This design comes from an exercise in tuning for small area, a short achievable clock period and few clock cycles per item on the open sky130 flow, not from production work. Function was checked by simulation only, so behaviour that the tests miss may differ from the original. Power and IR drop assume default switching activity.

==> exp/maple: inputs <==
## gomoku_top
module gomoku_top (
    input  logic               clock,
    input  logic               rst,
    input  logic [5-1:0] awaddr,
    input  logic               awvalid,
    output logic               awready,
    input  logic [32-1:0] wdata,
    input  logic               wvalid,
    output logic               wready,
    output logic               bvalid,
    output logic [1:0]         bresp,
    input  logic               bready,
    input  logic [5-1:0] araddr,
    input  logic               arvalid,
    output logic               arready,
    output logic               rvalid,
    output logic [32-1:0] rdata,
    output logic [1:0]         rresp,
    input  logic               rready,
    output logic [6:0]         hex0,
    output logic [6:0]         hex1,
    output logic [7:0]         ledr,
    output logic [7:0]         ledg
);
    logic                                 clear;
    logic                                 wr_en;
    logic                                 diag;
    logic [3:0][4:0]               s1;
    logic [3:0][4:0]               s2;
    logic                                 neg1;
    logic                                 hi2;
    logic [4-1:0]                  pick_row;
  ...
==> flow/config.mk <==
export PLATFORM = sky130hd
export DESIGN_NAME = gomoku_top
export DESIGN_NICKNAME = gomoku_top
export VERILOG_FILES = /design/flow/design.v
export SDC_FILE = /design/flow/constraint.sdc
export NUM_CORES = 4
export LEC_CHECK = 0
export ABC_CLOCK_PERIOD_IN_PS = 3000
export CAP_MARGIN = 20
export CORE_MARGIN = 2
export CORE_UTILIZATION = 30
export SETUP_SLACK_MARGIN = 5
export SLEW_MARGIN = 20
==> flow/constraint.sdc <==
create_clock -name core_clock -period 8.0 [get_ports {clock}]
set_input_delay 1.6000 -clock core_clock [delete_from_list [all_inputs] [get_ports {clock}]]
set_output_delay 1.6000 -clock core_clock [all_outputs]
set_load 0.01 [all_outputs]
run.sh (not shown) runs the stock make flow with config.mk's settings and CLKGATE_MAP_FILE= SYNTH_SCRIPT=/design/flow/synth_recipe.tcl, a recipe that flattens the netlist after the stock synthesis.
==> inputs of exp/zinc, as changes to exp/maple <==
--- a/flow/design.v
+++ b/flow/design.v
@@ -53,12 +53,10 @@
     output logic                      diag,
     output logic [3:0][4:0]    s1,
     output logic                      neg1,
     output logic [3:0][4:0]    s2,
     output logic                      hi2,
-    output logic [6:0]                hex0,
-    output logic [6:0]                hex1,
     output logic [4-1:0]       pick_row,     
     output logic [4-1:0]       last_row,
     output logic [4-1:0]       last_col,
     output logic                      white,        
     output logic                      won
@@ -82,30 +80,10 @@
     logic [14:0]           rd_q;
     logic [8:0]            count_nx;
     gomoku_pkg::cell_t     cell_q;
     logic [4:0]     sum;
     logic [4:0]     dif;
-    function automatic logic [6:0] seg7(input logic [3:0] v);
-        case (v)
-            4'h0: seg7 = 7'b1000000;
-            4'h1: seg7 = 7'b1111001;
-            4'h2: seg7 = 7'b0100100;
-            4'h3: seg7 = 7'b0110000;
-            4'h4: seg7 = 7'b0011001;
-            4'h5: seg7 = 7'b0010010;
-            4'h6: seg7 = 7'b0000010;
-            4'h7: seg7 = 7'b1111000;
-            4'h8: seg7 = 7'b0000000;
-            4'h9: seg7 = 7'b0010000;
-            4'hA: seg7 = 7'b0001000;
-            4'hB: seg7 = 7'b0000011;   
-            4'hC: seg7 = 7'b1000110;
-            4'hD: seg7 = 7'b0100001;   
-            4'hE: seg7 = 7'b0000110;
-            default: seg7 = 7'b0001110;
-        endcase
-    endfunction
     assign wv = wdata;
     assign awready = ready;
     assign wready  = ready;
     assign bresp   = 2'b00;
     assign arready = !rvalid;
@@ -175,26 +153,15 @@
         neg1 <= dif[4];
         hi2  <= sum[4];
     end
     always_ff @(posedge clock) begin
         if (rst) begin
-            hex1 <= seg7('0);
-            hex0 <= seg7('0);
-        end else if (mv_fire) begin
-            hex1 <= seg7(wv.move.row);
-            hex0 <= seg7(wv.move.col);
-        end
-    end
-    always_ff @(posedge clock) begin
-        if (rst) begin
             placed <= 1'b0;
         end else begin
             placed <= lines && pt == gomoku_pkg::EMPTY && !won;
         end
-        if (lines) begin
-            five_hv <= five;
-        end
+        five_hv <= five;   
     end
     assign count_nx = move_count + 9'(placed);
     always_ff @(posedge clock) begin
         if (rst || ng_fire) begin
             white      <= 1'b0;
@@ -301,18 +268,34 @@
     logic [16-1:0] ok2;
     logic [16-1:0] line1;
     logic [16-1:0] line2;
     logic                  five1;
     logic                  five2;
+    function automatic logic [2:0] add_m(input logic [2:0] t, input int m);
+        case (m)
+            0: add_m = {t[2], t[1], t[0]};
+            1: add_m = {t[2] || (t[1] && t[0]), t[1] ^ t[0], !t[0]};
+            2: add_m = {t[2] || t[1], !t[1], t[0]};
+            default: add_m = {t[2] || t[1] || t[0], !(t[1] ^ t[0]), !t[0]};
+        endcase
+    endfunction
+    function automatic logic [2:0] sub_m(input logic [2:0] t, input int m);
+        case (m)
+            0: sub_m = {t[2], t[1], t[0]};
+            1: sub_m = {t[2] || (!t[1] && !t[0]), !(t[1] ^ t[0]), !t[0]};
+            2: sub_m = {t[2] || !t[1], !t[1], t[0]};
+            default: sub_m = {t[2] || !(t[1] && t[0]), t[1] ^ t[0], !t[0]};
+        endcase
+    endfunction
     always_comb begin
         for (int i = 0; i < 16; i++) begin
             logic [2:0] h1;
             logic [2:0] h2;
-            h1 = s1[i % 4][4:2] + (diag ? 3'(i / 4) : 3'd0);
-            h2 = s2[i % 4][4:2] - (diag ? 3'(i / 4) : 3'd0);
-            k1[i]  = {h1[1:0], s1[i % 4][1:0]};
-            k2[i]  = {h2[1:0], s2[i % 4][1:0]};
+            h1 = add_m(s1[i % 4][4:2], i / 4);
+            h2 = sub_m(s2[i % 4][4:2], i / 4);
+            k1[i]  = {diag ? h1[1:0] : s1[i % 4][3:2], s1[i % 4][1:0]};
+            k2[i]  = {diag ? h2[1:0] : s2[i % 4][3:2], s2[i % 4][1:0]};
             ok1[i] = !diag || h1[2] == neg1;
             ok2[i] = !diag || h2[2] == hi2;
         end
     end
     always_comb begin
@@ -331,15 +314,35 @@
     end
     assign five = five1 || five2;
 endmodule
 `timescale 1ns/100ps
 module status_display (
+    input  logic                clock,
+    input  logic                rst,
+    input  logic [4-1:0] last_row,
+    input  logic [4-1:0] last_col,
     input  logic                white,    
     input  logic                won,
+    output logic [6:0]          hex0,     
+    output logic [6:0]          hex1,     
     output logic [7:0]          ledr,
     output logic [7:0]          ledg
 );
+    localparam logic [16*7-1:0] SEGS = {
+        7'b0001110, 7'b0000110, 7'b0100001, 7'b1000110,    
+        7'b0000011, 7'b0001000, 7'b0010000, 7'b0000000,    
+        7'b1111000, 7'b0000010, 7'b0010010, 7'b0011001,    
+        7'b0110000, 7'b0100100, 7'b1111001, 7'b1000000};   
+    always_ff @(posedge clock) begin
+        if (rst) begin
+            hex1 <= SEGS[6:0];
+            hex0 <= SEGS[6:0];
+        end else begin
+            hex1 <= SEGS[7*last_row +: 7];
+            hex0 <= SEGS[7*last_col +: 7];
+        end
+    end
     assign ledr = {won && !white, 6'b0, !won && !white};
     assign ledg = {!won && white, 6'b0, won && white};
 endmodule
 `timescale 1ns/100ps
 module gomoku_top (
@@ -390,11 +393,11 @@
     gomoku_regs u_regs (
         .clock, .rst,
         .awaddr, .awvalid, .awready, .wdata, .wvalid, .wready,
         .bvalid, .bresp, .bready,
         .araddr, .arvalid, .arready, .rvalid, .rdata, .rresp, .rready,
-        .pt, .five, .clear, .wr_en, .diag, .s1, .neg1, .s2, .hi2, .hex0, .hex1,
+        .pt, .five, .clear, .wr_en, .diag, .s1, .neg1, .s2, .hi2,
         .pick_row, .last_row, .last_col, .white, .won
     );
     board_store u_board (
         .clock, .clear, .wr_en,
         .wr_row (last_row),
@@ -408,8 +411,9 @@
         .col (last_col),
         .white, .p1_b, .p1_w, .p2_b, .p2_w,
         .k1, .k2, .five
     );
     status_display u_disp (
-        .white, .won, .ledr, .ledg
+        .clock, .rst,
+        .last_row, .last_col, .white, .won, .hex0, .hex1, .ledr, .ledg
     );
 endmodule
- CTS_BUF_LIST: default -> sky130_fd_sc_hd__clkbuf_16
- CTS_CLUSTER_DIAMETER: default -> 80
- CTS_CLUSTER_SIZE: default -> 25
- TNS_END_PERCENT: default -> 12
==> inputs of exp/lagoon, as changes to exp/maple <==
- CTS_BUF_LIST: default -> sky130_fd_sc_hd__clkbuf_8
- CTS_CLUSTER_DIAMETER: default -> 40
- CTS_CLUSTER_SIZE: default -> 10
==> notes <==
- First-iteration DRC count: exp/maple > exp/zinc > exp/lagoon.
- Area after synthesis is about the same in exp/lagoon and exp/zinc.
- Worst setup slack, lowest first: exp/lagoon, exp/maple, exp/zinc.
- The highest worst hold slack belongs to exp/zinc, the lowest to exp/lagoon.
- Against exp/maple, the sequential share of layout area of exp/zinc is higher by 1.2 points.
- Between exp/zinc and exp/maple, the lower clock skew is in exp/zinc (gap 0.0013 ns).
- Of exp/maple and exp/zinc, exp/maple has the higher final area (gap about 3.7%, measured against exp/zinc).
- The lowest clock power belongs to exp/zinc, the highest to exp/maple.
- Die area is about the same in exp/zinc and exp/lagoon.
==> figures <==
| item | exp/maple | exp/lagoon | exp/zinc |
|---|---|---|---|
| First-pass detailed-route iteration total | 6 | 6 | 7 |
| DRT iter0 DRCs | 4,221 | 3,993 | 4,186 |
| Overall fraction of global-route tracks in use | 21.6% | 21.6% | 21.1% |
| Met2 Resource Use GR | 32.2% | 32.2% | 31.6% |
| Utilization after layout | 36.2% | 36.1% | 34.9% |
| Synthesis Warnings | 3 | 3 | 4 |
| Complex-gate fraction of the synthesized area | 13.8% | 13.8% | 13.9% |
| Total half-perimeter wirelength after legalization and detailed placement | 73.8 mm | 73.8 mm | 73.0 mm |
| Clock root buffer | sky130_fd_sc_hd__clkbuf_16 | sky130_fd_sc_hd__clkbuf_8 | sky130_fd_sc_hd__clkbuf_16 |
| Clock transition at the register clock pins on the worst setup and hold paths after CTS | 0.06 ns | 0.07 ns | 0.10 ns |
| Register area | 12,600 µm² | 12,600 µm² | 12,500 µm² |
| Highest Signal Layer | met4 | met4 | met5 |
| Total clock network power | 3390 µW | 3120 µW | 1810 µW |
| Outcome | no timing/DRC/antenna violations | no timing/DRC/antenna violations | no timing/DRC/antenna violations |
| Detailed-routing wirelength on met1 | 45.7 mm | 45.9 mm | 46.1 mm |
| Post-Syn Instances | 3,158 | 3,158 | 3,183 |
| Height of the chip | 325 µm | 325 µm | 325 µm |
| Pwr dens | 181 nW/µm² | 174 nW/µm² | 143 nW/µm² |
| Final Total Pwr | 6700 µW | 6420 µW | 5100 µW |
Testbench counts of exp/maple, summed over its fixed seeds: cycles 17,312, moves 3,200.
Testbench counts of exp/zinc, summed over its fixed seeds: cycles 17,312, moves 3,200.
Testbench counts of exp/lagoon, summed over its fixed seeds: cycles 17,312, moves 3,200.

## afterwards: timing with drivers on the ports
In the flow no input, the clock included, has a driving cell. The finished layouts below were timed again as built, in two steps.
Step 1, drivers: a clkbuf_16 drives clock and a buf_2 each remaining input, both assumed.
Step 2 moves the port delays by t, midway between the first and last clock arrival at a register: inputs arrive t later, outputs are due t later. That takes back most of the time a late clock gives input paths.
a / b / c = no drivers / after step 1 / after step 2; a / b = the first two.
| run | t, ns | setup slack, ns | clock arrival spread, ns | worst register clock-pin slew, ns | cell pins on the clock port's net |
|---|---|---|---|---|---|
| exp/maple | 0.695 | 4.567 / 4.567 / 4.379 | 0.032 / 0.032 | 0.06 / 0.06 | 1 |
| exp/zinc | 0.721 | 4.596 / 4.556 / 4.121 | 0.031 / 0.032 | 0.11 / 0.11 | 1 |
| exp/lagoon | 0.782 | 4.561 / 4.561 / 4.302 | 0.055 / 0.055 | 0.07 / 0.07 | 1 |
After both steps setup and hold are still met in every run listed. For exp/zinc, which loses most, drivers alone change the setup slack by -0.040 ns; drivers and shift together by -0.475 ns.
